This is an optimization exercise on Yosys and OpenROAD, whose aim is small area, a short achievable clock period and few clock cycles per item, not a production implementation. In this exercise RTL edits were held to simulation tests only and were not proved equivalent to the original. No activity file was given, so power comes from the tool's default toggle rates.

`design.v`:
```
module requant_pack #(
  parameter int MULT_W = 16,
  parameter int LANES  = 4
) (
  input  logic              ACLK,
  input  logic              ARESETN,
  input  logic [31:0]       SD_AXIS_TDATA,
  input  logic              SD_AXIS_TVALID,
  input  logic              SD_AXIS_TLAST,
  output logic              SD_AXIS_TREADY,
  input  logic [MULT_W-1:0] CFG_MULT,
  input  logic [4:0]        CFG_SHIFT,
  input  logic [7:0]        CFG_ZP,
  output logic [31:0]       MO_AXIS_TDATA,
  output logic [3:0]        MO_AXIS_TKEEP,
  output logic              MO_AXIS_TLAST,
  output logic              MO_AXIS_TVALID,
  input  logic              MO_AXIS_TREADY
);
  logic [7:0] p1_q, p2_q, n1_q;    
  logic       t8_q;                
  logic [4:0] sh_q;
  logic [7:0] zp_q;
  logic [7:0] rp1, rp2, rn1;
  logic [8:0] rc;                  
  logic [7:0] rg, rpp, rcy;
  always_comb begin
    for (int j = 0; j < 8; j++) begin
      rg[j]  = CFG_MULT[2*j+1] & CFG_MULT[2*j];
      rpp[j] = CFG_MULT[2*j+1];
    end
  end
  rp_ks8c u_rcarry (.g(rg), .p(rpp), .c(rcy));
  always_comb begin
    rc = {rcy, 1'b0};
    for (int j = 0; j < 8; j++) begin
      rp1[j]   = (CFG_MULT[2*j +: 2] == 2'd1 && !rc[j]) || (CFG_MULT[2*j +: 2] == 2'd0 && rc[j]);
      rp2[j]   = (CFG_MULT[2*j +: 2] == 2'd2 && !rc[j]) || (CFG_MULT[2*j +: 2] == 2'd1 && rc[j]);
      rn1[j]   = (CFG_MULT[2*j +: 2] == 2'd3 && !rc[j]) || (CFG_MULT[2*j +: 2] == 2'd2 && rc[j]);
    end
  end
  always_ff @(posedge ACLK) begin
    p1_q <= rp1;
    p2_q <= rp2;
    n1_q <= rn1;
    t8_q <= rc[8];
    sh_q <= CFG_SHIFT;
    zp_q <= CFG_ZP;
  end
  logic       in_xfer;
  logic [3:0] cred_q;
  logic       rdy_q;
  logic       pack;            
  logic [3:0] cred_d;
  assign SD_AXIS_TREADY = rdy_q;
  assign in_xfer        = SD_AXIS_TVALID && rdy_q;
  always_comb begin
    cred_d = cred_q;
    if (in_xfer && !pack)      cred_d = {cred_q[2:0], 1'b1};
    else if (!in_xfer && pack) cred_d = {1'b0, cred_q[3:1]};
  end
  always_ff @(posedge ACLK or negedge ARESETN) begin
    if (!ARESETN) begin
      cred_q <= 4'd0;
      rdy_q  <= 1'b1;
    end else begin
      cred_q <= cred_d;
      rdy_q  <= !cred_d[3];
    end
  end
  logic [31:0] a_q;
  logic        v1_q, l1_q;
  always_ff @(posedge ACLK) begin
    a_q  <= SD_AXIS_TDATA;
    l1_q <= SD_AXIS_TLAST;
  end
  logic [33:0] ax, ax2;
  logic [33:0] nr0, nr1, nr2, nr3, nr4, nr5, nr6, nr7;
  logic [31:0] nr8;
  logic        pr033, pr133, pr233, pr333, pr433, pr533, pr633, pr733, pr831;
  logic [7:0]  nneg;
  assign ax  = {{2{a_q[31]}}, a_q};
  assign ax2 = {a_q[31], a_q, 1'b0};
  logic [33:0] nax;
  assign nax = ~ax;
  for (genvar i = 0; i < 34; i++) begin : g_sel0
    rp_sel u (.d1(p1_q[0]), .a1(ax[i]), .d2(p2_q[0]), .a2(ax2[i]), .dn(n1_q[0]), .an(nax[i]),
              .y(nr0[i]));
  end
  for (genvar i = 0; i < 34; i++) begin : g_sel1
    rp_sel u (.d1(p1_q[1]), .a1(ax[i]), .d2(p2_q[1]), .a2(ax2[i]), .dn(n1_q[1]), .an(nax[i]),
              .y(nr1[i]));
  end
  for (genvar i = 0; i < 34; i++) begin : g_sel2
    rp_sel u (.d1(p1_q[2]), .a1(ax[i]), .d2(p2_q[2]), .a2(ax2[i]), .dn(n1_q[2]), .an(nax[i]),
              .y(nr2[i]));
  end
  for (genvar i = 0; i < 34; i++) begin : g_sel3
    rp_sel u (.d1(p1_q[3]), .a1(ax[i]), .d2(p2_q[3]), .a2(ax2[i]), .dn(n1_q[3]), .an(nax[i]),
              .y(nr3[i]));
  end
  for (genvar i = 0; i < 34; i++) begin : g_sel4
    rp_sel u (.d1(p1_q[4]), .a1(ax[i]), .d2(p2_q[4]), .a2(ax2[i]), .dn(n1_q[4]), .an(nax[i]),
              .y(nr4[i]));
  end
  for (genvar i = 0; i < 34; i++) begin : g_sel5
    rp_sel u (.d1(p1_q[5]), .a1(ax[i]), .d2(p2_q[5]), .a2(ax2[i]), .dn(n1_q[5]), .an(nax[i]),
              .y(nr5[i]));
  end
  for (genvar i = 0; i < 34; i++) begin : g_sel6
    rp_sel u (.d1(p1_q[6]), .a1(ax[i]), .d2(p2_q[6]), .a2(ax2[i]), .dn(n1_q[6]), .an(nax[i]),
              .y(nr6[i]));
  end
  for (genvar i = 0; i < 34; i++) begin : g_sel7
    rp_sel u (.d1(p1_q[7]), .a1(ax[i]), .d2(p2_q[7]), .a2(ax2[i]), .dn(n1_q[7]), .an(nax[i]),
              .y(nr7[i]));
  end
  assign nr8 = ~({32{t8_q}} & a_q);
  assign pr033 = ~nr0[33];
  assign pr133 = ~nr1[33];
  assign pr233 = ~nr2[33];
  assign pr333 = ~nr3[33];
  assign pr433 = ~nr4[33];
  assign pr533 = ~nr5[33];
  assign pr633 = ~nr6[33];
  assign pr733 = ~nr7[33];
  assign pr831 = ~nr8[31];
  assign nneg  = ~n1_q;
  logic ts1, tc1, ts2, tc2, ts3, tc3, ts4, tc4, ts5, tc5, ts6, tc6;
  logic ts7, tc7, ts8, tc8, ts9, tc9, ts10, tc10, ts11, tc11, ts12, tc12;
  logic ts13, tc13, ts14, tc14, ts15, tc15, ts16, tc16, ts17, tc17, ts18, tc18;
  logic ts19, tc19, ts20, tc20, ts21, tc21, ts22, tc22, ts23, tc23, ts24, tc24;
  logic ts25, tc25, ts26, tc26, ts27, tc27, ts28, tc28, ts29, tc29, ts30, tc30;
  logic ts31, tc31, ts32, tc32, ts33, tc33, ts34, tc34, ts35, tc35, ts36, tc36;
  logic ts37, tc37, ts38, tc38, ts39, tc39, ts40, tc40, ts41, tc41, ts42, tc42;
  logic ts43, tc43, ts44, tc44, ts45, tc45, ts46, tc46, ts47, tc47, ts48, tc48;
  logic ts49, tc49, ts50, tc50, ts51, tc51, ts52, tc52, ts53, tc53, ts54, tc54;
  logic ts55, tc55, ts56, tc56, ts57, tc57, ts58, tc58, ts59, tc59, ts60, tc60;
  logic ts61, tc61, ts62, tc62, ts63, tc63, ts64, tc64, ts65, tc65, ts66, tc66;
  logic ts67, tc67, ts68, tc68, ts69, tc69, ts70, tc70, ts71, tc71, ts72, tc72;
  logic ts73, tc73, ts74, tc74, ts75, tc75, ts76, tc76, ts77, tc77, ts78, tc78;
  logic ts79, tc79, ts80, tc80, ts81, tc81, ts82, tc82, ts83, tc83, ts84, tc84;
  logic ts85, tc85, ts86, tc86, ts87, tc87, ts88, tc88, ts89, tc89, ts90, tc90;
  logic ts91, tc91, ts92, tc92, ts93, tc93, ts94, tc94, ts95, tc95, ts96, tc96;
  logic ts97, tc97, ts98, tc98, ts99, tc99, ts100, tc100, ts101, tc101, ts102, tc102;
  logic ts103, tc103, ts104, tc104, ts105, tc105, ts106, tc106, ts107, tc107, ts108, tc108;
  logic ts109, tc109, ts110, tc110, ts111, tc111, ts112, tc112, ts113, tc113, ts114, tc114;
  logic ts115, tc115, ts116, tc116, ts117, tc117, ts118, tc118, ts119, tc119, ts120, tc120;
  logic ts121, tc121, ts122, tc122, ts123, tc123, ts124, tc124, ts125, tc125, ts126, tc126;
  logic ts127, tc127, ts128, tc128, ts129, tc129, ts130, tc130, ts131, tc131, ts132, tc132;
  logic ts133, tc133, ts134, tc134, ts135, tc135, ts136, tc136, ts137, tc137, ts138, tc138;
  logic ts139, tc139, ts140, tc140, ts141, tc141, ts142, tc142, ts143, tc143, ts144, tc144;
  logic ts145, tc145, ts146, tc146, ts147, tc147, ts148, tc148, ts149, tc149, ts150, tc150;
  logic ts151, tc151, ts152, tc152, ts153, tc153, ts154, tc154, ts155, tc155, ts156, tc156;
  logic ts157, tc157, ts158, tc158, ts159, tc159, ts160, tc160, ts161, tc161, ts162, tc162;
  logic ts163, tc163, ts164, tc164, ts165, tc165, ts166, tc166, ts167, tc167, ts168, tc168;
  logic ts169, tc169, ts170, tc170, ts171, tc171, ts172, tc172, ts173, tc173, ts174, tc174;
  logic ts175, tc175, ts176, tc176, ts177, tc177, ts178, tc178, ts179, tc179, ts180, tc180;
  logic ts181, tc181, ts182, tc182, ts183, tc183, ts184, tc184, ts185, tc185, ts186, tc186;
  logic ts187, tc187, ts188, tc188, ts189, tc189, ts190, tc190, ts191, tc191, ts192, tc192;
  logic ts193, tc193, ts194, tc194, ts195, tc195, ts196, tc196, ts197, tc197, ts198, tc198;
  logic ts199, tc199, ts200, tc200, ts201, tc201, ts202, tc202, ts203, tc203, ts204, tc204;
  logic ts205, tc205, ts206, tc206, ts207, tc207, ts208, tc208, ts209, tc209, ts210, tc210;
  logic ts211, tc211, ts212, tc212, ts213, tc213, ts214, tc214, ts215, tc215, ts216, tc216;
  logic ts217, tc217, ts218, tc218, ts219, tc219, ts220, tc220, ts221, tc221, ts222, tc222;
  logic ts223, tc223, ts224, tc224, ts225, tc225, ts226, tc226, ts227, tc227, ts228, tc228;
  logic ts229, tc229, ts230, tc230, ts231, tc231, ts232, tc232, ts233, tc233, ts234, tc234;
  logic ts235, tc235, ts236, tc236, ts237, tc237, ts238, tc238, ts239, tc239, ts240, tc240;
  logic ts241, tc241, ts242, tc242, ts243, tc243, ts244, tc244, ts245, tc245;
  rp_fa u_fa1 (.x(nr0[10]), .y(nr1[8]), .z(1'b1), .s(ts1), .c(tc1));
  rp_fa u_fa2 (.x(nr0[11]), .y(nr1[9]), .z(1'b1), .s(ts2), .c(tc2));
  rp_fa u_fa3 (.x(nr0[12]), .y(nr1[10]), .z(nr2[8]), .s(ts3), .c(tc3));
  rp_fa u_fa4 (.x(nr3[6]), .y(nr4[4]), .z(1'b1), .s(ts4), .c(tc4));
  rp_fa u_fa5 (.x(nr0[13]), .y(nr1[11]), .z(nr2[9]), .s(ts5), .c(tc5));
  rp_fa u_fa6 (.x(nr3[7]), .y(nr4[5]), .z(1'b1), .s(ts6), .c(tc6));
  rp_fa u_fa7 (.x(nr0[14]), .y(nr1[12]), .z(nr2[10]), .s(ts7), .c(tc7));
  rp_fa u_fa8 (.x(nr3[8]), .y(nr4[6]), .z(nr5[4]), .s(ts8), .c(tc8));
  rp_fa u_fa9 (.x(nr6[2]), .y(nr7[0]), .z(1'b1), .s(ts9), .c(tc9));
  rp_fa u_fa10 (.x(nr0[15]), .y(nr1[13]), .z(nr2[11]), .s(ts10), .c(tc10));
  rp_fa u_fa11 (.x(nr3[9]), .y(nr4[7]), .z(nr5[5]), .s(ts11), .c(tc11));
  rp_fa u_fa12 (.x(nr6[3]), .y(nr7[1]), .z(1'b1), .s(ts12), .c(tc12));
  rp_fa u_fa13 (.x(nr0[16]), .y(nr1[14]), .z(nr2[12]), .s(ts13), .c(tc13));
  rp_fa u_fa14 (.x(nr3[10]), .y(nr4[8]), .z(nr5[6]), .s(ts14), .c(tc14));
  rp_fa u_fa15 (.x(nr6[4]), .y(nr7[2]), .z(nr8[0]), .s(ts15), .c(tc15));
  rp_fa u_fa16 (.x(nr0[17]), .y(nr1[15]), .z(nr2[13]), .s(ts16), .c(tc16));
  rp_fa u_fa17 (.x(nr3[11]), .y(nr4[9]), .z(nr5[7]), .s(ts17), .c(tc17));
  rp_fa u_fa18 (.x(nr6[5]), .y(nr7[3]), .z(nr8[1]), .s(ts18), .c(tc18));
  rp_fa u_fa19 (.x(nr0[18]), .y(nr1[16]), .z(nr2[14]), .s(ts19), .c(tc19));
  rp_fa u_fa20 (.x(nr3[12]), .y(nr4[10]), .z(nr5[8]), .s(ts20), .c(tc20));
  rp_fa u_fa21 (.x(nr6[6]), .y(nr7[4]), .z(nr8[2]), .s(ts21), .c(tc21));
  rp_fa u_fa22 (.x(nr0[19]), .y(nr1[17]), .z(nr2[15]), .s(ts22), .c(tc22));
  rp_fa u_fa23 (.x(nr3[13]), .y(nr4[11]), .z(nr5[9]), .s(ts23), .c(tc23));
  rp_fa u_fa24 (.x(nr6[7]), .y(nr7[5]), .z(nr8[3]), .s(ts24), .c(tc24));
  rp_fa u_fa25 (.x(nr0[20]), .y(nr1[18]), .z(nr2[16]), .s(ts25), .c(tc25));
  rp_fa u_fa26 (.x(nr3[14]), .y(nr4[12]), .z(nr5[10]), .s(ts26), .c(tc26));
  rp_fa u_fa27 (.x(nr6[8]), .y(nr7[6]), .z(nr8[4]), .s(ts27), .c(tc27));
  rp_fa u_fa28 (.x(nr0[21]), .y(nr1[19]), .z(nr2[17]), .s(ts28), .c(tc28));
  rp_fa u_fa29 (.x(nr3[15]), .y(nr4[13]), .z(nr5[11]), .s(ts29), .c(tc29));
  rp_fa u_fa30 (.x(nr6[9]), .y(nr7[7]), .z(nr8[5]), .s(ts30), .c(tc30));
  rp_fa u_fa31 (.x(nr0[22]), .y(nr1[20]), .z(nr2[18]), .s(ts31), .c(tc31));
  rp_fa u_fa32 (.x(nr3[16]), .y(nr4[14]), .z(nr5[12]), .s(ts32), .c(tc32));
  rp_fa u_fa33 (.x(nr6[10]), .y(nr7[8]), .z(nr8[6]), .s(ts33), .c(tc33));
  rp_fa u_fa34 (.x(nr0[23]), .y(nr1[21]), .z(nr2[19]), .s(ts34), .c(tc34));
  rp_fa u_fa35 (.x(nr3[17]), .y(nr4[15]), .z(nr5[13]), .s(ts35), .c(tc35));
  rp_fa u_fa36 (.x(nr6[11]), .y(nr7[9]), .z(nr8[7]), .s(ts36), .c(tc36));
  rp_fa u_fa37 (.x(nr0[24]), .y(nr1[22]), .z(nr2[20]), .s(ts37), .c(tc37));
  rp_fa u_fa38 (.x(nr3[18]), .y(nr4[16]), .z(nr5[14]), .s(ts38), .c(tc38));
  rp_fa u_fa39 (.x(nr6[12]), .y(nr7[10]), .z(nr8[8]), .s(ts39), .c(tc39));
  rp_fa u_fa40 (.x(nr0[25]), .y(nr1[23]), .z(nr2[21]), .s(ts40), .c(tc40));
  rp_fa u_fa41 (.x(nr3[19]), .y(nr4[17]), .z(nr5[15]), .s(ts41), .c(tc41));
  rp_fa u_fa42 (.x(nr6[13]), .y(nr7[11]), .z(nr8[9]), .s(ts42), .c(tc42));
  rp_fa u_fa43 (.x(nr0[26]), .y(nr1[24]), .z(nr2[22]), .s(ts43), .c(tc43));
  rp_fa u_fa44 (.x(nr3[20]), .y(nr4[18]), .z(nr5[16]), .s(ts44), .c(tc44));
  rp_fa u_fa45 (.x(nr6[14]), .y(nr7[12]), .z(nr8[10]), .s(ts45), .c(tc45));
  rp_fa u_fa46 (.x(nr0[27]), .y(nr1[25]), .z(nr2[23]), .s(ts46), .c(tc46));
  rp_fa u_fa47 (.x(nr3[21]), .y(nr4[19]), .z(nr5[17]), .s(ts47), .c(tc47));
  rp_fa u_fa48 (.x(nr6[15]), .y(nr7[13]), .z(nr8[11]), .s(ts48), .c(tc48));
  rp_fa u_fa49 (.x(nr0[28]), .y(nr1[26]), .z(nr2[24]), .s(ts49), .c(tc49));
  rp_fa u_fa50 (.x(nr3[22]), .y(nr4[20]), .z(nr5[18]), .s(ts50), .c(tc50));
  rp_fa u_fa51 (.x(nr6[16]), .y(nr7[14]), .z(nr8[12]), .s(ts51), .c(tc51));
  rp_fa u_fa52 (.x(nr0[29]), .y(nr1[27]), .z(nr2[25]), .s(ts52), .c(tc52));
  rp_fa u_fa53 (.x(nr3[23]), .y(nr4[21]), .z(nr5[19]), .s(ts53), .c(tc53));
  rp_fa u_fa54 (.x(nr6[17]), .y(nr7[15]), .z(nr8[13]), .s(ts54), .c(tc54));
  rp_fa u_fa55 (.x(nr0[30]), .y(nr1[28]), .z(nr2[26]), .s(ts55), .c(tc55));
  rp_fa u_fa56 (.x(nr3[24]), .y(nr4[22]), .z(nr5[20]), .s(ts56), .c(tc56));
  rp_fa u_fa57 (.x(nr6[18]), .y(nr7[16]), .z(nr8[14]), .s(ts57), .c(tc57));
  rp_fa u_fa58 (.x(nr0[31]), .y(nr1[29]), .z(nr2[27]), .s(ts58), .c(tc58));
  rp_fa u_fa59 (.x(nr3[25]), .y(nr4[23]), .z(nr5[21]), .s(ts59), .c(tc59));
  rp_fa u_fa60 (.x(nr6[19]), .y(nr7[17]), .z(nr8[15]), .s(ts60), .c(tc60));
  rp_fa u_fa61 (.x(nr0[32]), .y(nr1[30]), .z(nr2[28]), .s(ts61), .c(tc61));
  rp_fa u_fa62 (.x(nr3[26]), .y(nr4[24]), .z(nr5[22]), .s(ts62), .c(tc62));
  rp_fa u_fa63 (.x(nr6[20]), .y(nr7[18]), .z(nr8[16]), .s(ts63), .c(tc63));
  rp_fa u_fa64 (.x(nr1[31]), .y(nr2[29]), .z(nr3[27]), .s(ts64), .c(tc64));
  rp_fa u_fa65 (.x(nr4[25]), .y(nr5[23]), .z(nr6[21]), .s(ts65), .c(tc65));
  rp_fa u_fa66 (.x(nr7[19]), .y(nr8[17]), .z(nr0[33]), .s(ts66), .c(tc66));
  rp_fa u_fa67 (.x(nr1[32]), .y(nr2[30]), .z(nr3[28]), .s(ts67), .c(tc67));
  rp_fa u_fa68 (.x(nr4[26]), .y(nr5[24]), .z(nr6[22]), .s(ts68), .c(tc68));
  rp_fa u_fa69 (.x(nr7[20]), .y(nr8[18]), .z(nr0[33]), .s(ts69), .c(tc69));
  rp_fa u_fa70 (.x(pr133), .y(nr2[31]), .z(nr3[29]), .s(ts70), .c(tc70));
  rp_fa u_fa71 (.x(nr4[27]), .y(nr5[25]), .z(nr6[23]), .s(ts71), .c(tc71));
  rp_fa u_fa72 (.x(nr7[21]), .y(nr8[19]), .z(pr033), .s(ts72), .c(tc72));
  rp_fa u_fa73 (.x(nr2[32]), .y(nr3[30]), .z(nr4[28]), .s(ts73), .c(tc73));
  rp_fa u_fa74 (.x(nr5[26]), .y(nr6[24]), .z(nr7[22]), .s(ts74), .c(tc74));
  rp_fa u_fa75 (.x(nr8[20]), .y(1'b0), .z(1'b1), .s(ts75), .c(tc75));
  rp_fa u_fa76 (.x(pr233), .y(nr3[31]), .z(nr4[29]), .s(ts76), .c(tc76));
  rp_fa u_fa77 (.x(nr5[27]), .y(nr6[25]), .z(nr7[23]), .s(ts77), .c(tc77));
  rp_fa u_fa78 (.x(nr3[32]), .y(nr4[30]), .z(nr5[28]), .s(ts78), .c(tc78));
  rp_fa u_fa79 (.x(nr6[26]), .y(nr7[24]), .z(1'b1), .s(ts79), .c(tc79));
  rp_fa u_fa80 (.x(pr333), .y(nr4[31]), .z(nr5[29]), .s(ts80), .c(tc80));
  rp_fa u_fa81 (.x(nr4[32]), .y(nr5[30]), .z(1'b1), .s(ts81), .c(tc81));
  rp_fa u_fa82 (.x(nr0[6]), .y(nr1[4]), .z(1'b1), .s(ts82), .c(tc82));
  rp_fa u_fa83 (.x(nr0[7]), .y(nr1[5]), .z(1'b1), .s(ts83), .c(tc83));
  rp_fa u_fa84 (.x(nr0[8]), .y(nr1[6]), .z(nr2[4]), .s(ts84), .c(tc84));
  rp_fa u_fa85 (.x(nr3[2]), .y(nr4[0]), .z(1'b1), .s(ts85), .c(tc85));
  rp_fa u_fa86 (.x(nr0[9]), .y(nr1[7]), .z(nr2[5]), .s(ts86), .c(tc86));
  rp_fa u_fa87 (.x(nr3[3]), .y(nr4[1]), .z(1'b1), .s(ts87), .c(tc87));
  rp_fa u_fa88 (.x(nr2[6]), .y(nr3[4]), .z(nr4[2]), .s(ts88), .c(tc88));
  rp_fa u_fa89 (.x(nr5[0]), .y(nneg[5]), .z(ts1), .s(ts89), .c(tc89));
  rp_fa u_fa90 (.x(nr2[7]), .y(nr3[5]), .z(nr4[3]), .s(ts90), .c(tc90));
  rp_fa u_fa91 (.x(nr5[1]), .y(tc1), .z(ts2), .s(ts91), .c(tc91));
  rp_fa u_fa92 (.x(nr5[2]), .y(nr6[0]), .z(nneg[6]), .s(ts92), .c(tc92));
  rp_fa u_fa93 (.x(tc2), .y(ts3), .z(ts4), .s(ts93), .c(tc93));
  rp_fa u_fa94 (.x(nr5[3]), .y(nr6[1]), .z(tc3), .s(ts94), .c(tc94));
  rp_fa u_fa95 (.x(tc4), .y(ts5), .z(ts6), .s(ts95), .c(tc95));
  rp_fa u_fa96 (.x(nneg[7]), .y(tc5), .z(tc6), .s(ts96), .c(tc96));
  rp_fa u_fa97 (.x(ts7), .y(ts8), .z(ts9), .s(ts97), .c(tc97));
  rp_fa u_fa98 (.x(tc7), .y(tc8), .z(tc9), .s(ts98), .c(tc98));
  rp_fa u_fa99 (.x(ts10), .y(ts11), .z(ts12), .s(ts99), .c(tc99));
  rp_fa u_fa100 (.x(tc10), .y(tc11), .z(tc12), .s(ts100), .c(tc100));
  rp_fa u_fa101 (.x(ts13), .y(ts14), .z(ts15), .s(ts101), .c(tc101));
  rp_fa u_fa102 (.x(tc13), .y(tc14), .z(tc15), .s(ts102), .c(tc102));
  rp_fa u_fa103 (.x(ts16), .y(ts17), .z(ts18), .s(ts103), .c(tc103));
  rp_fa u_fa104 (.x(tc16), .y(tc17), .z(tc18), .s(ts104), .c(tc104));
  rp_fa u_fa105 (.x(ts19), .y(ts20), .z(ts21), .s(ts105), .c(tc105));
  rp_fa u_fa106 (.x(tc19), .y(tc20), .z(tc21), .s(ts106), .c(tc106));
  rp_fa u_fa107 (.x(ts22), .y(ts23), .z(ts24), .s(ts107), .c(tc107));
  rp_fa u_fa108 (.x(tc22), .y(tc23), .z(tc24), .s(ts108), .c(tc108));
  rp_fa u_fa109 (.x(ts25), .y(ts26), .z(ts27), .s(ts109), .c(tc109));
  rp_fa u_fa110 (.x(tc25), .y(tc26), .z(tc27), .s(ts110), .c(tc110));
  rp_fa u_fa111 (.x(ts28), .y(ts29), .z(ts30), .s(ts111), .c(tc111));
  rp_fa u_fa112 (.x(tc28), .y(tc29), .z(tc30), .s(ts112), .c(tc112));
  rp_fa u_fa113 (.x(ts31), .y(ts32), .z(ts33), .s(ts113), .c(tc113));
  rp_fa u_fa114 (.x(tc31), .y(tc32), .z(tc33), .s(ts114), .c(tc114));
  rp_fa u_fa115 (.x(ts34), .y(ts35), .z(ts36), .s(ts115), .c(tc115));
  rp_fa u_fa116 (.x(tc34), .y(tc35), .z(tc36), .s(ts116), .c(tc116));
  rp_fa u_fa117 (.x(ts37), .y(ts38), .z(ts39), .s(ts117), .c(tc117));
  rp_fa u_fa118 (.x(tc37), .y(tc38), .z(tc39), .s(ts118), .c(tc118));
  rp_fa u_fa119 (.x(ts40), .y(ts41), .z(ts42), .s(ts119), .c(tc119));
  rp_fa u_fa120 (.x(tc40), .y(tc41), .z(tc42), .s(ts120), .c(tc120));
  rp_fa u_fa121 (.x(ts43), .y(ts44), .z(ts45), .s(ts121), .c(tc121));
  rp_fa u_fa122 (.x(tc43), .y(tc44), .z(tc45), .s(ts122), .c(tc122));
  rp_fa u_fa123 (.x(ts46), .y(ts47), .z(ts48), .s(ts123), .c(tc123));
  rp_fa u_fa124 (.x(tc46), .y(tc47), .z(tc48), .s(ts124), .c(tc124));
  rp_fa u_fa125 (.x(ts49), .y(ts50), .z(ts51), .s(ts125), .c(tc125));
  rp_fa u_fa126 (.x(tc49), .y(tc50), .z(tc51), .s(ts126), .c(tc126));
  rp_fa u_fa127 (.x(ts52), .y(ts53), .z(ts54), .s(ts127), .c(tc127));
  rp_fa u_fa128 (.x(tc52), .y(tc53), .z(tc54), .s(ts128), .c(tc128));
  rp_fa u_fa129 (.x(ts55), .y(ts56), .z(ts57), .s(ts129), .c(tc129));
  rp_fa u_fa130 (.x(tc55), .y(tc56), .z(tc57), .s(ts130), .c(tc130));
  rp_fa u_fa131 (.x(ts58), .y(ts59), .z(ts60), .s(ts131), .c(tc131));
  rp_fa u_fa132 (.x(tc58), .y(tc59), .z(tc60), .s(ts132), .c(tc132));
  rp_fa u_fa133 (.x(ts61), .y(ts62), .z(ts63), .s(ts133), .c(tc133));
  rp_fa u_fa134 (.x(tc61), .y(tc62), .z(tc63), .s(ts134), .c(tc134));
  rp_fa u_fa135 (.x(ts64), .y(ts65), .z(ts66), .s(ts135), .c(tc135));
  rp_fa u_fa136 (.x(tc64), .y(tc65), .z(tc66), .s(ts136), .c(tc136));
  rp_fa u_fa137 (.x(ts67), .y(ts68), .z(ts69), .s(ts137), .c(tc137));
  rp_fa u_fa138 (.x(tc67), .y(tc68), .z(tc69), .s(ts138), .c(tc138));
  rp_fa u_fa139 (.x(ts70), .y(ts71), .z(ts72), .s(ts139), .c(tc139));
  rp_fa u_fa140 (.x(tc70), .y(tc71), .z(tc72), .s(ts140), .c(tc140));
  rp_fa u_fa141 (.x(ts73), .y(ts74), .z(ts75), .s(ts141), .c(tc141));
  rp_fa u_fa142 (.x(nr8[21]), .y(tc73), .z(tc74), .s(ts142), .c(tc142));
  rp_fa u_fa143 (.x(tc75), .y(ts76), .z(ts77), .s(ts143), .c(tc143));
  rp_fa u_fa144 (.x(nr8[22]), .y(1'b0), .z(tc76), .s(ts144), .c(tc144));
  rp_fa u_fa145 (.x(tc77), .y(ts78), .z(ts79), .s(ts145), .c(tc145));
  rp_fa u_fa146 (.x(nr6[27]), .y(nr7[25]), .z(nr8[23]), .s(ts146), .c(tc146));
  rp_fa u_fa147 (.x(tc78), .y(tc79), .z(ts80), .s(ts147), .c(tc147));
  rp_fa u_fa148 (.x(nr6[28]), .y(nr7[26]), .z(nr8[24]), .s(ts148), .c(tc148));
  rp_fa u_fa149 (.x(1'b0), .y(tc80), .z(ts81), .s(ts149), .c(tc149));
  rp_fa u_fa150 (.x(pr433), .y(nr5[31]), .z(nr6[29]), .s(ts150), .c(tc150));
  rp_fa u_fa151 (.x(nr7[27]), .y(nr8[25]), .z(tc81), .s(ts151), .c(tc151));
  rp_fa u_fa152 (.x(nr5[32]), .y(nr6[30]), .z(nr7[28]), .s(ts152), .c(tc152));
  rp_fa u_fa153 (.x(nr8[26]), .y(1'b0), .z(1'b1), .s(ts153), .c(tc153));
  rp_fa u_fa154 (.x(pr533), .y(nr6[31]), .z(nr7[29]), .s(ts154), .c(tc154));
  rp_fa u_fa155 (.x(nr6[32]), .y(nr7[30]), .z(1'b1), .s(ts155), .c(tc155));
  rp_fa u_fa156 (.x(nr0[4]), .y(nr1[2]), .z(1'b1), .s(ts156), .c(tc156));
  rp_fa u_fa157 (.x(nr0[5]), .y(nr1[3]), .z(1'b1), .s(ts157), .c(tc157));
  rp_fa u_fa158 (.x(nr2[2]), .y(nr3[0]), .z(nneg[3]), .s(ts158), .c(tc158));
  rp_fa u_fa159 (.x(nr2[3]), .y(nr3[1]), .z(tc82), .s(ts159), .c(tc159));
  rp_fa u_fa160 (.x(nneg[4]), .y(tc83), .z(ts84), .s(ts160), .c(tc160));
  rp_fa u_fa161 (.x(tc84), .y(tc85), .z(ts86), .s(ts161), .c(tc161));
  rp_fa u_fa162 (.x(tc86), .y(tc87), .z(ts88), .s(ts162), .c(tc162));
  rp_fa u_fa163 (.x(tc88), .y(tc89), .z(ts90), .s(ts163), .c(tc163));
  rp_fa u_fa164 (.x(tc90), .y(tc91), .z(ts92), .s(ts164), .c(tc164));
  rp_fa u_fa165 (.x(tc92), .y(tc93), .z(ts94), .s(ts165), .c(tc165));
  rp_fa u_fa166 (.x(tc94), .y(tc95), .z(ts96), .s(ts166), .c(tc166));
  rp_fa u_fa167 (.x(tc96), .y(tc97), .z(ts98), .s(ts167), .c(tc167));
  rp_fa u_fa168 (.x(tc98), .y(tc99), .z(ts100), .s(ts168), .c(tc168));
  rp_fa u_fa169 (.x(tc100), .y(tc101), .z(ts102), .s(ts169), .c(tc169));
  rp_fa u_fa170 (.x(tc102), .y(tc103), .z(ts104), .s(ts170), .c(tc170));
  rp_fa u_fa171 (.x(tc104), .y(tc105), .z(ts106), .s(ts171), .c(tc171));
  rp_fa u_fa172 (.x(tc106), .y(tc107), .z(ts108), .s(ts172), .c(tc172));
  rp_fa u_fa173 (.x(tc108), .y(tc109), .z(ts110), .s(ts173), .c(tc173));
  rp_fa u_fa174 (.x(tc110), .y(tc111), .z(ts112), .s(ts174), .c(tc174));
  rp_fa u_fa175 (.x(tc112), .y(tc113), .z(ts114), .s(ts175), .c(tc175));
  rp_fa u_fa176 (.x(tc114), .y(tc115), .z(ts116), .s(ts176), .c(tc176));
  rp_fa u_fa177 (.x(tc116), .y(tc117), .z(ts118), .s(ts177), .c(tc177));
  rp_fa u_fa178 (.x(tc118), .y(tc119), .z(ts120), .s(ts178), .c(tc178));
  rp_fa u_fa179 (.x(tc120), .y(tc121), .z(ts122), .s(ts179), .c(tc179));
  rp_fa u_fa180 (.x(tc122), .y(tc123), .z(ts124), .s(ts180), .c(tc180));
  rp_fa u_fa181 (.x(tc124), .y(tc125), .z(ts126), .s(ts181), .c(tc181));
  rp_fa u_fa182 (.x(tc126), .y(tc127), .z(ts128), .s(ts182), .c(tc182));
  rp_fa u_fa183 (.x(tc128), .y(tc129), .z(ts130), .s(ts183), .c(tc183));
  rp_fa u_fa184 (.x(tc130), .y(tc131), .z(ts132), .s(ts184), .c(tc184));
  rp_fa u_fa185 (.x(tc132), .y(tc133), .z(ts134), .s(ts185), .c(tc185));
  rp_fa u_fa186 (.x(tc134), .y(tc135), .z(ts136), .s(ts186), .c(tc186));
  rp_fa u_fa187 (.x(tc136), .y(tc137), .z(ts138), .s(ts187), .c(tc187));
  rp_fa u_fa188 (.x(tc138), .y(tc139), .z(ts140), .s(ts188), .c(tc188));
  rp_fa u_fa189 (.x(tc140), .y(tc141), .z(ts142), .s(ts189), .c(tc189));
  rp_fa u_fa190 (.x(tc142), .y(tc143), .z(ts144), .s(ts190), .c(tc190));
  rp_fa u_fa191 (.x(tc144), .y(tc145), .z(ts146), .s(ts191), .c(tc191));
  rp_fa u_fa192 (.x(tc146), .y(tc147), .z(ts148), .s(ts192), .c(tc192));
  rp_fa u_fa193 (.x(tc148), .y(tc149), .z(ts150), .s(ts193), .c(tc193));
  rp_fa u_fa194 (.x(tc150), .y(tc151), .z(ts152), .s(ts194), .c(tc194));
  rp_fa u_fa195 (.x(nr8[27]), .y(tc152), .z(tc153), .s(ts195), .c(tc195));
  rp_fa u_fa196 (.x(nr8[28]), .y(1'b0), .z(tc154), .s(ts196), .c(tc196));
  rp_fa u_fa197 (.x(pr633), .y(nr7[31]), .z(nr8[29]), .s(ts197), .c(tc197));
  rp_fa u_fa198 (.x(nr7[32]), .y(nr8[30]), .z(1'b1), .s(ts198), .c(tc198));
  rp_fa u_fa199 (.x(pr733), .y(pr831), .z(1'b1), .s(ts199), .c(tc199));
  rp_fa u_fa200 (.x(nr0[2]), .y(nr1[0]), .z(1'b1), .s(ts200), .c(tc200));
  rp_fa u_fa201 (.x(nr0[3]), .y(nr1[1]), .z(1'b1), .s(ts201), .c(tc201));
  rp_fa u_fa202 (.x(nr2[0]), .y(nneg[2]), .z(ts156), .s(ts202), .c(tc202));
  rp_fa u_fa203 (.x(nr2[1]), .y(tc156), .z(ts157), .s(ts203), .c(tc203));
  rp_fa u_fa204 (.x(ts82), .y(tc157), .z(ts158), .s(ts204), .c(tc204));
  rp_fa u_fa205 (.x(ts83), .y(tc158), .z(ts159), .s(ts205), .c(tc205));
  rp_fa u_fa206 (.x(ts85), .y(tc159), .z(ts160), .s(ts206), .c(tc206));
  rp_fa u_fa207 (.x(ts87), .y(tc160), .z(ts161), .s(ts207), .c(tc207));
  rp_fa u_fa208 (.x(ts89), .y(tc161), .z(ts162), .s(ts208), .c(tc208));
  rp_fa u_fa209 (.x(ts91), .y(tc162), .z(ts163), .s(ts209), .c(tc209));
  rp_fa u_fa210 (.x(ts93), .y(tc163), .z(ts164), .s(ts210), .c(tc210));
  rp_fa u_fa211 (.x(ts95), .y(tc164), .z(ts165), .s(ts211), .c(tc211));
  rp_fa u_fa212 (.x(ts97), .y(tc165), .z(ts166), .s(ts212), .c(tc212));
  rp_fa u_fa213 (.x(ts99), .y(tc166), .z(ts167), .s(ts213), .c(tc213));
  rp_fa u_fa214 (.x(ts101), .y(tc167), .z(ts168), .s(ts214), .c(tc214));
  rp_fa u_fa215 (.x(ts103), .y(tc168), .z(ts169), .s(ts215), .c(tc215));
  rp_fa u_fa216 (.x(ts105), .y(tc169), .z(ts170), .s(ts216), .c(tc216));
  rp_fa u_fa217 (.x(ts107), .y(tc170), .z(ts171), .s(ts217), .c(tc217));
  rp_fa u_fa218 (.x(ts109), .y(tc171), .z(ts172), .s(ts218), .c(tc218));
  rp_fa u_fa219 (.x(ts111), .y(tc172), .z(ts173), .s(ts219), .c(tc219));
  rp_fa u_fa220 (.x(ts113), .y(tc173), .z(ts174), .s(ts220), .c(tc220));
  rp_fa u_fa221 (.x(ts115), .y(tc174), .z(ts175), .s(ts221), .c(tc221));
  rp_fa u_fa222 (.x(ts117), .y(tc175), .z(ts176), .s(ts222), .c(tc222));
  rp_fa u_fa223 (.x(ts119), .y(tc176), .z(ts177), .s(ts223), .c(tc223));
  rp_fa u_fa224 (.x(ts121), .y(tc177), .z(ts178), .s(ts224), .c(tc224));
  rp_fa u_fa225 (.x(ts123), .y(tc178), .z(ts179), .s(ts225), .c(tc225));
  rp_fa u_fa226 (.x(ts125), .y(tc179), .z(ts180), .s(ts226), .c(tc226));
  rp_fa u_fa227 (.x(ts127), .y(tc180), .z(ts181), .s(ts227), .c(tc227));
  rp_fa u_fa228 (.x(ts129), .y(tc181), .z(ts182), .s(ts228), .c(tc228));
  rp_fa u_fa229 (.x(ts131), .y(tc182), .z(ts183), .s(ts229), .c(tc229));
  rp_fa u_fa230 (.x(ts133), .y(tc183), .z(ts184), .s(ts230), .c(tc230));
  rp_fa u_fa231 (.x(ts135), .y(tc184), .z(ts185), .s(ts231), .c(tc231));
  rp_fa u_fa232 (.x(ts137), .y(tc185), .z(ts186), .s(ts232), .c(tc232));
  rp_fa u_fa233 (.x(ts139), .y(tc186), .z(ts187), .s(ts233), .c(tc233));
  rp_fa u_fa234 (.x(ts141), .y(tc187), .z(ts188), .s(ts234), .c(tc234));
  rp_fa u_fa235 (.x(ts143), .y(tc188), .z(ts189), .s(ts235), .c(tc235));
  rp_fa u_fa236 (.x(ts145), .y(tc189), .z(ts190), .s(ts236), .c(tc236));
  rp_fa u_fa237 (.x(ts147), .y(tc190), .z(ts191), .s(ts237), .c(tc237));
  rp_fa u_fa238 (.x(ts149), .y(tc191), .z(ts192), .s(ts238), .c(tc238));
  rp_fa u_fa239 (.x(ts151), .y(tc192), .z(ts193), .s(ts239), .c(tc239));
  rp_fa u_fa240 (.x(ts153), .y(tc193), .z(ts194), .s(ts240), .c(tc240));
  rp_fa u_fa241 (.x(ts154), .y(tc194), .z(ts195), .s(ts241), .c(tc241));
  rp_fa u_fa242 (.x(ts155), .y(tc195), .z(ts196), .s(ts242), .c(tc242));
  rp_fa u_fa243 (.x(tc155), .y(tc196), .z(ts197), .s(ts243), .c(tc243));
  rp_fa u_fa244 (.x(1'b0), .y(tc197), .z(ts198), .s(ts244), .c(tc244));
  rp_fa u_fa245 (.x(1'b0), .y(tc198), .z(ts199), .s(ts245), .c(tc245));
  logic [47:0] nra, nrb;
  assign nra = {tc244, tc243, tc242, tc241, tc240, tc239, tc238, tc237, tc236, tc235, tc234, tc233, tc232, tc231, tc230, tc229, tc228, tc227, tc226, tc225, tc224, tc223, tc222, tc221, tc220, tc219, tc218, tc217, tc216, tc215, tc214, tc213, tc212, tc211, tc210, tc209, tc208, tc207, tc206, tc205, tc204, tc203, tc202, tc201, tc200, nneg[1], nr0[1], nr0[0]};
  assign nrb = {ts245, ts244, ts243, ts242, ts241, ts240, ts239, ts238, ts237, ts236, ts235, ts234, ts233, ts232, ts231, ts230, ts229, ts228, ts227, ts226, ts225, ts224, ts223, ts222, ts221, ts220, ts219, ts218, ts217, ts216, ts215, ts214, ts213, ts212, ts211, ts210, ts209, ts208, ts207, ts206, ts205, ts204, ts203, ts202, ts201, ts200, 1'b1, nneg[0]};
  logic [47:0] nra_q, nrb_q;
  logic        v2_q, l2_q;
  always_ff @(posedge ACLK) begin
    nra_q <= nra;
    nrb_q <= nrb;
    l2_q  <= l1_q;
  end
  logic [47:0] p;
  logic [48:0] px;
  logic [12:0] win4;           
  logic [4:0]  gz, go;
  logic [48:0] psum;
  assign psum = {nra_q, 1'b1} + {nrb_q, 1'b1};
  assign p    = ~psum[48:1];
  assign px = {p, 1'b0};
  always_comb begin
    win4 = 13'(px >> {sh_q[4:2], 2'b00});
    for (int g = 0; g < 5; g++) begin
      gz[g] = 1'b1;
      go[g] = 1'b1;
      for (int i = 8 + 8 * g; i < 16 + 8 * g && i < 47; i++) begin
        if (i >= 39 || 5'(i - 8) >= sh_q) begin
          gz[g] = gz[g] & ~p[i];
          go[g] = go[g] & p[i];
        end
      end
    end
  end
  logic [12:0] win4_q;
  logic [4:0]  gz_q, go_q;
  logic        sgn_q;
  logic        v3_q, l3_q;
  always_ff @(posedge ACLK) begin
    win4_q <= win4;
    gz_q   <= gz;
    go_q   <= go;
    sgn_q  <= p[47];
    l3_q   <= l2_q;
  end
  always_ff @(posedge ACLK or negedge ARESETN) begin
    if (!ARESETN) begin
      v1_q <= 1'b0;
      v2_q <= 1'b0;
      v3_q <= 1'b0;
    end else begin
      v1_q <= in_xfer;
      v2_q <= v1_q;
      v3_q <= v2_q;
    end
  end
  logic [9:0] win;             
  logic [9:0] v;
  logic [7:0] q;
  logic       ovf;
  assign ovf = sgn_q ? !(&go_q) : !(&gz_q);
  logic [9:0] zsum;
  rp_ks10 u_zadd (
    .x  ({win[9], win[9:1]}),
    .y  ({{2{zp_q[7]}}, zp_q}),
    .ci (win[0]),
    .s  (zsum)
  );
  always_comb begin
    win = 10'(win4_q >> sh_q[1:0]);
    v = zsum;
    if (ovf)                           q = sgn_q ? 8'h80 : 8'h7F;
    else if (!v[9] && v[8:7] != 2'b00) q = 8'h7F;
    else if (v[9] && v[8:7] != 2'b11)  q = 8'h80;
    else                               q = v[7:0];
  end
  logic [8:0] fifo_q [4];
  logic [2:0] wp_q, rp_q;
  logic       fempty;
  logic       can_pack, fifo_push, fifo_pop;
  logic [7:0] pq;
  logic       pl;
  assign fempty    = (wp_q == rp_q);
  assign can_pack  = !MO_AXIS_TVALID || MO_AXIS_TREADY;
  assign fifo_pop  = can_pack && !fempty;
  assign fifo_push = v3_q && !(can_pack && fempty);
  assign pack      = can_pack && (!fempty || v3_q);
  assign {pl, pq}  = fempty ? {l3_q, q} : fifo_q[rp_q[1:0]];
  always_ff @(posedge ACLK) begin
    if (fifo_push) fifo_q[wp_q[1:0]] <= {l3_q, q};
  end
  always_ff @(posedge ACLK or negedge ARESETN) begin
    if (!ARESETN) begin
      wp_q <= 3'd0;
      rp_q <= 3'd0;
    end else begin
      if (fifo_push) wp_q <= wp_q + 3'd1;
      if (fifo_pop)  rp_q <= rp_q + 3'd1;
    end
  end
  logic [31:0] tdata_q;
  logic [3:1]  tkeep_q;
  logic        tlast_q, tvalid_q;
  logic [1:0]  lane_q;
  logic        done;
  assign done = (lane_q == 2'd3) || pl;
  always_ff @(posedge ACLK) begin
    if (pack) begin
      for (int k = 0; k < 4; k++) begin
        if (lane_q == 2'(k))     tdata_q[8*k +: 8] <= pq;
        else if (lane_q < 2'(k)) tdata_q[8*k +: 8] <= 8'd0;
      end
      for (int k = 1; k < 4; k++) tkeep_q[k] <= (lane_q >= 2'(k));
      tlast_q <= pl;
    end
  end
  always_ff @(posedge ACLK or negedge ARESETN) begin
    if (!ARESETN) begin
      lane_q   <= 2'd0;
      tvalid_q <= 1'b0;
    end else begin
      if (pack) begin
        lane_q   <= done ? 2'd0 : lane_q + 2'd1;
        tvalid_q <= done;
      end else if (MO_AXIS_TREADY) begin
        tvalid_q <= 1'b0;
      end
    end
  end
  assign MO_AXIS_TDATA  = tdata_q;
  assign MO_AXIS_TKEEP  = {tkeep_q, 1'b1};
  assign MO_AXIS_TLAST  = tlast_q;
  assign MO_AXIS_TVALID = tvalid_q;
endmodule
module rp_fa (
  input  logic x,
  input  logic y,
  input  logic z,
  output logic s,
  output logic c
);
  assign s = x ^ y ^ z;
  assign c = (x & y) | (x & z) | (y & z);
endmodule
module rp_gp (
  input  logic gh,
  input  logic ph,
  input  logic gl,
  input  logic pl,
  output logic g,
  output logic p
);
  assign g = gh | (ph & gl);
  assign p = ph & pl;
endmodule
module rp_g (
  input  logic gh,
  input  logic ph,
  input  logic gl,
  output logic g
);
  assign g = gh | (ph & gl);
endmodule
module rp_ks8c (
  input  logic [7:0] g,
  input  logic [7:0] p,
  output logic [7:0] c
);
  logic [7:0] g1, p1, g2, p2;
  assign g1[0] = g[0];
  assign p1[0] = p[0];
  for (genvar j = 1; j < 8; j++) begin : l1
    rp_gp u (.gh(g[j]), .ph(p[j]), .gl(g[j-1]), .pl(p[j-1]), .g(g1[j]), .p(p1[j]));
  end
  assign g2[1:0] = g1[1:0];
  assign p2[1:0] = p1[1:0];
  for (genvar j = 2; j < 8; j++) begin : l2
    rp_gp u (.gh(g1[j]), .ph(p1[j]), .gl(g1[j-2]), .pl(p1[j-2]), .g(g2[j]), .p(p2[j]));
  end
  assign c[3:0] = g2[3:0];
  for (genvar j = 4; j < 8; j++) begin : l3
    rp_g u (.gh(g2[j]), .ph(p2[j]), .gl(g2[j-4]), .g(c[j]));
  end
endmodule
module rp_ks10 (
  input  logic [9:0] x,
  input  logic [9:0] y,
  input  logic       ci,
  output logic [9:0] s
);
  logic [9:0] g0, p0, g1, p1, g2, p2, g3, p3, c;
  assign p0 = x ^ y;
  rp_g u_b0 (.gh(x[0] & y[0]), .ph(p0[0]), .gl(ci), .g(g0[0]));
  assign g0[9:1] = x[9:1] & y[9:1];
  assign g1[0] = g0[0];
  assign p1[0] = p0[0];
  for (genvar i = 1; i < 10; i++) begin : l1
    rp_gp u (.gh(g0[i]), .ph(p0[i]), .gl(g0[i-1]), .pl(p0[i-1]), .g(g1[i]), .p(p1[i]));
  end
  assign g2[1:0] = g1[1:0];
  assign p2[1:0] = p1[1:0];
  for (genvar i = 2; i < 10; i++) begin : l2
    rp_gp u (.gh(g1[i]), .ph(p1[i]), .gl(g1[i-2]), .pl(p1[i-2]), .g(g2[i]), .p(p2[i]));
  end
  assign g3[3:0] = g2[3:0];
  assign p3[3:0] = p2[3:0];
  for (genvar i = 4; i < 10; i++) begin : l3
    rp_gp u (.gh(g2[i]), .ph(p2[i]), .gl(g2[i-4]), .pl(p2[i-4]), .g(g3[i]), .p(p3[i]));
  end
  assign c[7:0] = g3[7:0];
  for (genvar i = 8; i < 10; i++) begin : l4
    rp_g u (.gh(g3[i]), .ph(p3[i]), .gl(g3[i-8]), .g(c[i]));
  end
  assign s = p0 ^ {c[8:0], ci};
endmodule
module rp_sel (
  input  logic d1,
  input  logic a1,
  input  logic d2,
  input  logic a2,
  input  logic dn,
  input  logic an,
  output logic y
);
  assign y = ~((d1 & a1) | (d2 & a2) | (dn & an));
endmodule
```
`flow/run.sh`:
```
#!/bin/bash
set -e
echo "export SETUP_SLACK_MARGIN = 6.6" >> "$FLOW_CONFIG"
echo "export BUFFER_PORTS_ARGS = -buffer_cell sky130_fd_sc_hd__buf_2" >> "$FLOW_CONFIG"
bash standard.sh > standard.log 2>&1
```
`standard.sh`:
```
#!/bin/bash
# synth_recipe.tcl (not shown) runs the flow's synth.tcl, then flattens the netlist and writes it again
# the make line also repeats each setting of config.mk as NAME=value (left out here)
make -C /OpenROAD-flow-scripts/flow DESIGN_CONFIG=/design/flow/config.mk WORK_HOME=/design/flow/orfs CLKGATE_MAP_FILE= SYNTH_SCRIPT=/design/flow/synth_recipe.tcl "${@:-finish}"
```
`config.mk`:
```
export PLATFORM = sky130hd
export DESIGN_NAME = requant_pack
export DESIGN_NICKNAME = requant_pack
export VERILOG_FILES = /design/flow/design.v
export SDC_FILE = /design/flow/constraint.sdc
export NUM_CORES = 4
export LEC_CHECK = 0
export CAP_MARGIN = 20
export CORE_MARGIN = 2
export CORE_UTILIZATION = 40
export CTS_BUF_LIST = sky130_fd_sc_hd__clkbuf_8
export CTS_CLUSTER_DIAMETER = 60
export CTS_CLUSTER_SIZE = 20
export SLEW_MARGIN = 20
export SYNTH_HIERARCHICAL = 1
export SYNTH_MINIMUM_KEEP_SIZE = 0
export SETUP_SLACK_MARGIN = 6.6
export BUFFER_PORTS_ARGS = -buffer_cell sky130_fd_sc_hd__buf_2
```
`constraint.sdc`:
```
create_clock -name core_clock -period 10.0 [get_ports {ACLK}]
set_input_delay 2.0000 -clock core_clock [delete_from_list [all_inputs] [get_ports {ACLK}]]
set_output_delay 2.0000 -clock core_clock [all_outputs]
set_load 0.01 [all_outputs]
```
==> notes.md <==
-- metal layers --
layer,part of all wire (%),vias to the layer above
met4,3.1,0
li1,-,7791
met2,47,1160
met5,0,-
met3,11,164
met1,39,8919
-- timing repair --
action	CTS	global route
setup endpoints to repair	133	119
buffers inserted	13	61
pin swaps	9	43
gates cloned	1	1
gates resized for setup	78	91
-- metrics by stage --
step                util, %  instances  worst slack, ps
floorplan                 -       1887             6470
global placement       43.4       2649             5910
detailed placement     43.4       2649             5830
CTS                    45.4       2712             6590
global route           47.1       2775             6440
finish                 47.1       2775             6600
-- worst max path at each step --
stage                        to  slack, ps  cells past startpoint
CTS                  tdata_q[8]       6590                     14
global placement    tdata_q[26]       5910                     13
global route        tdata_q[24]       6440                     14
detailed placement  tdata_q[22]       5830                     13
finish              tdata_q[16]       6600                     14
floorplan             nrb_q[36]       6470                      7
-- cell type report --
| class | count | area [um2] | area share, % |
|---|---|---|---|
| inverter | 88 | 368 | 1.48 |
| multi-input combinational | 1460 | 15000 | 60.5 |
| tap | 688 | 861 | 3.46 |
| sequential | 281 | 6560 | 26.4 |
| antenna | 1 | 2.50 | 0.0101 |
| timing repair buffer | 206 | 1340 | 5.38 |
| clock buffer | 27 | 372 | 1.50 |
| clock inverter | 22 | 302 | 1.21 |
| timing repair inverter | 2 | 15.0 | 0.0604 |
-- state kept, by name, indices dropped and copies added (netlist names), 2 cells and up --
register / flops
nrb_q: 47
rp_q: 3
go_q: 5
fifo_q: 36
tdata_q: 32
p2_q: 8
n1_q: 8
nra_q: 48
lane_q: 2
p1_q: 8
cred_q: 4
a_q: 32
wp_q: 3
zp_q: 8
gz_q: 5
win4_q: 13
tkeep_q: 3
sh_q: 5
-- where the power goes --
part | switching, mW | total, mW | internal [mW]
Sequential | 0.207 | 1.90 | 1.69
Clock | 0.493 | 0.847 | 0.354
Combinational | 3.86 | 6.60 | 2.74
Total | 4.56 | 9.35 | 4.79
-- critical path, delay by kind of cell (launching register included) --
kind,cells,cell delay [ps]
buf+inv,2,270
mux,2,630
simple gates,4,560
xor+xnor,1,440
flops,1,400
compound gates,4,710
fa+ha+maj,1,260
-- layout by cell type, fill, tap and decap left out, drive strengths merged, types with 52 or more instances in the layout --
| cell type | instances |
|---|---|
| a21o | 52 |
| a21oi | 75 |
| a222oi | 273 |
| buf | 206 |
| dfxtp | 192 |
| edfxtp | 72 |
| fa | 245 |
| ha | 67 |
| inv | 93 |
| nand2 | 117 |
| nor2 | 90 |
| o21ai | 65 |
==> reports/qor.txt <==
status: no timing/DRC/antenna violations
vias: 18000
PwrDens: 376 nW/um2
r2r startpoint: sh_q[0]
highest-delay cell along the critical path: mux4_2
io pins: 105
CP endpoint kind: flip-flop
Yosys Warn Count: 7
layout cell share with drive strength beyond 1: 21.2%
Syn Inst Count: 1852
Least-Margin Pin Slew: 988 ps
Rows: 84
Die Ht: 235 um
hold crit path type: reg2reg
Worst-Skew Late Latency: 670 ps
Power, Total: 9.35 mW
crit path from: sh_q[0]
Max Fclk: 0.294 GHz
MaxCap Viol Count: 0
hold depth: 0
vias in the first global route: 17800
min-delay src: l2_q
CTS H-Tree Depth: 1
Worst R2R End: tdata_q[16]
PortBufs: 103
DP Area: 22900 um2
FF-to-FF path depth: 14
Leakage: 9.25 nW
grt total ovfl: 0
RSZ-0062 raised after global routing: true
CTS buffer count: 27
worst vdd ir: 0.152 mV
fin nets: 2444
gr busiest metal: met2
die span in x: 235 um
core area: 52800 um2
met1 Track Usage GR: 29.6%
gr usage total: 22.5%
antenna violation net count after detailed routing: 0
clk buf depth: 3
clock slew at reported path FFs: 110 ps
Hold Slack: 340 ps
TritonCTS clock tree: yes
# fillers: 4848
minimum clock period: 3400 ps
initial antenna violation count: 1
Crit path top cell by count: a21o_1
Mean Syn Cell Area: 11.6 um2
post-route setup TNS: 0 ps
Hold Path Sink: l3_q
die area: 55400 um2
WL final: 64.8 mm
CTS Hold Bufs: 0
Syn Std Cell Area: 21400 um2
met3 Use GR: 4.21%
Max-slew headroom: 33.9%
Crit path required time: 10510 ps
initial core utilization: 40.6%
first-pass iteration count of the detailed router: 19
worst path cell trace: buf_6 > mux4_2 > ha_4 > and2_4 > a21o_1 > a21o_1 > a21o_1 > xor3_2 > nor2_4 > buf_6 > nor2_2 > o21ai_4 > mux2i_4 > nor2b_1
# setup viols final: 0
Crit Path Class: reg2reg
drt via density: 6.50
clk sinks: 281
Initial DRC Count: 3256
post-route cell area: 24800 um2
largest net degree at the start of global routing: 36
first-pass GRT wire length: 101 mm
final hold violations: 0
Placer Congestion: 0.887
fin crit share: 34.0%
crit start category: flip-flop
Detail Placement HPWL: 44.8 mm
Root Buffer: clkbuf_8
r2r setup slk: 6600 ps
Layout area overhead: 15.9%
GR Util met2: 37.8%
worst path arrival time: 3910 ps
CP peak stage delay: 520 ps
Max Clock Skew: 34.8 ps
Crit Path Max Fanout: 6
WL/cell: 23.4 um
DRC Markers: 0
max-slew violation count: 0
Testbench counts, summed over its fixed seeds: cycles 16,416, items 16,384.

## static timing again, ports no longer ideal
Ports are ideal in the flow. The routed layout listed here was re-timed in OpenROAD. Step 1, drivers: a clkbuf_16 drives ACLK and a buf_2 each remaining input, both assumed. Step 2 moves the port delays by t, midway between the first and last clock arrival at a register: inputs arrive t later, outputs are due t later. That takes back most of the time a late clock gives input paths. Slacks: no drivers / after step 1 / after step 2; pairs: no drivers / after step 1.
t, ns: 0.710
setup slack, ns: 6.595 / 6.595 / 6.281
worst setup path after step 2: input to register
After both steps setup and hold are still met in this run. The setup slack of this run moves by 0.000 ns with the drivers and by -0.314 ns with both steps.
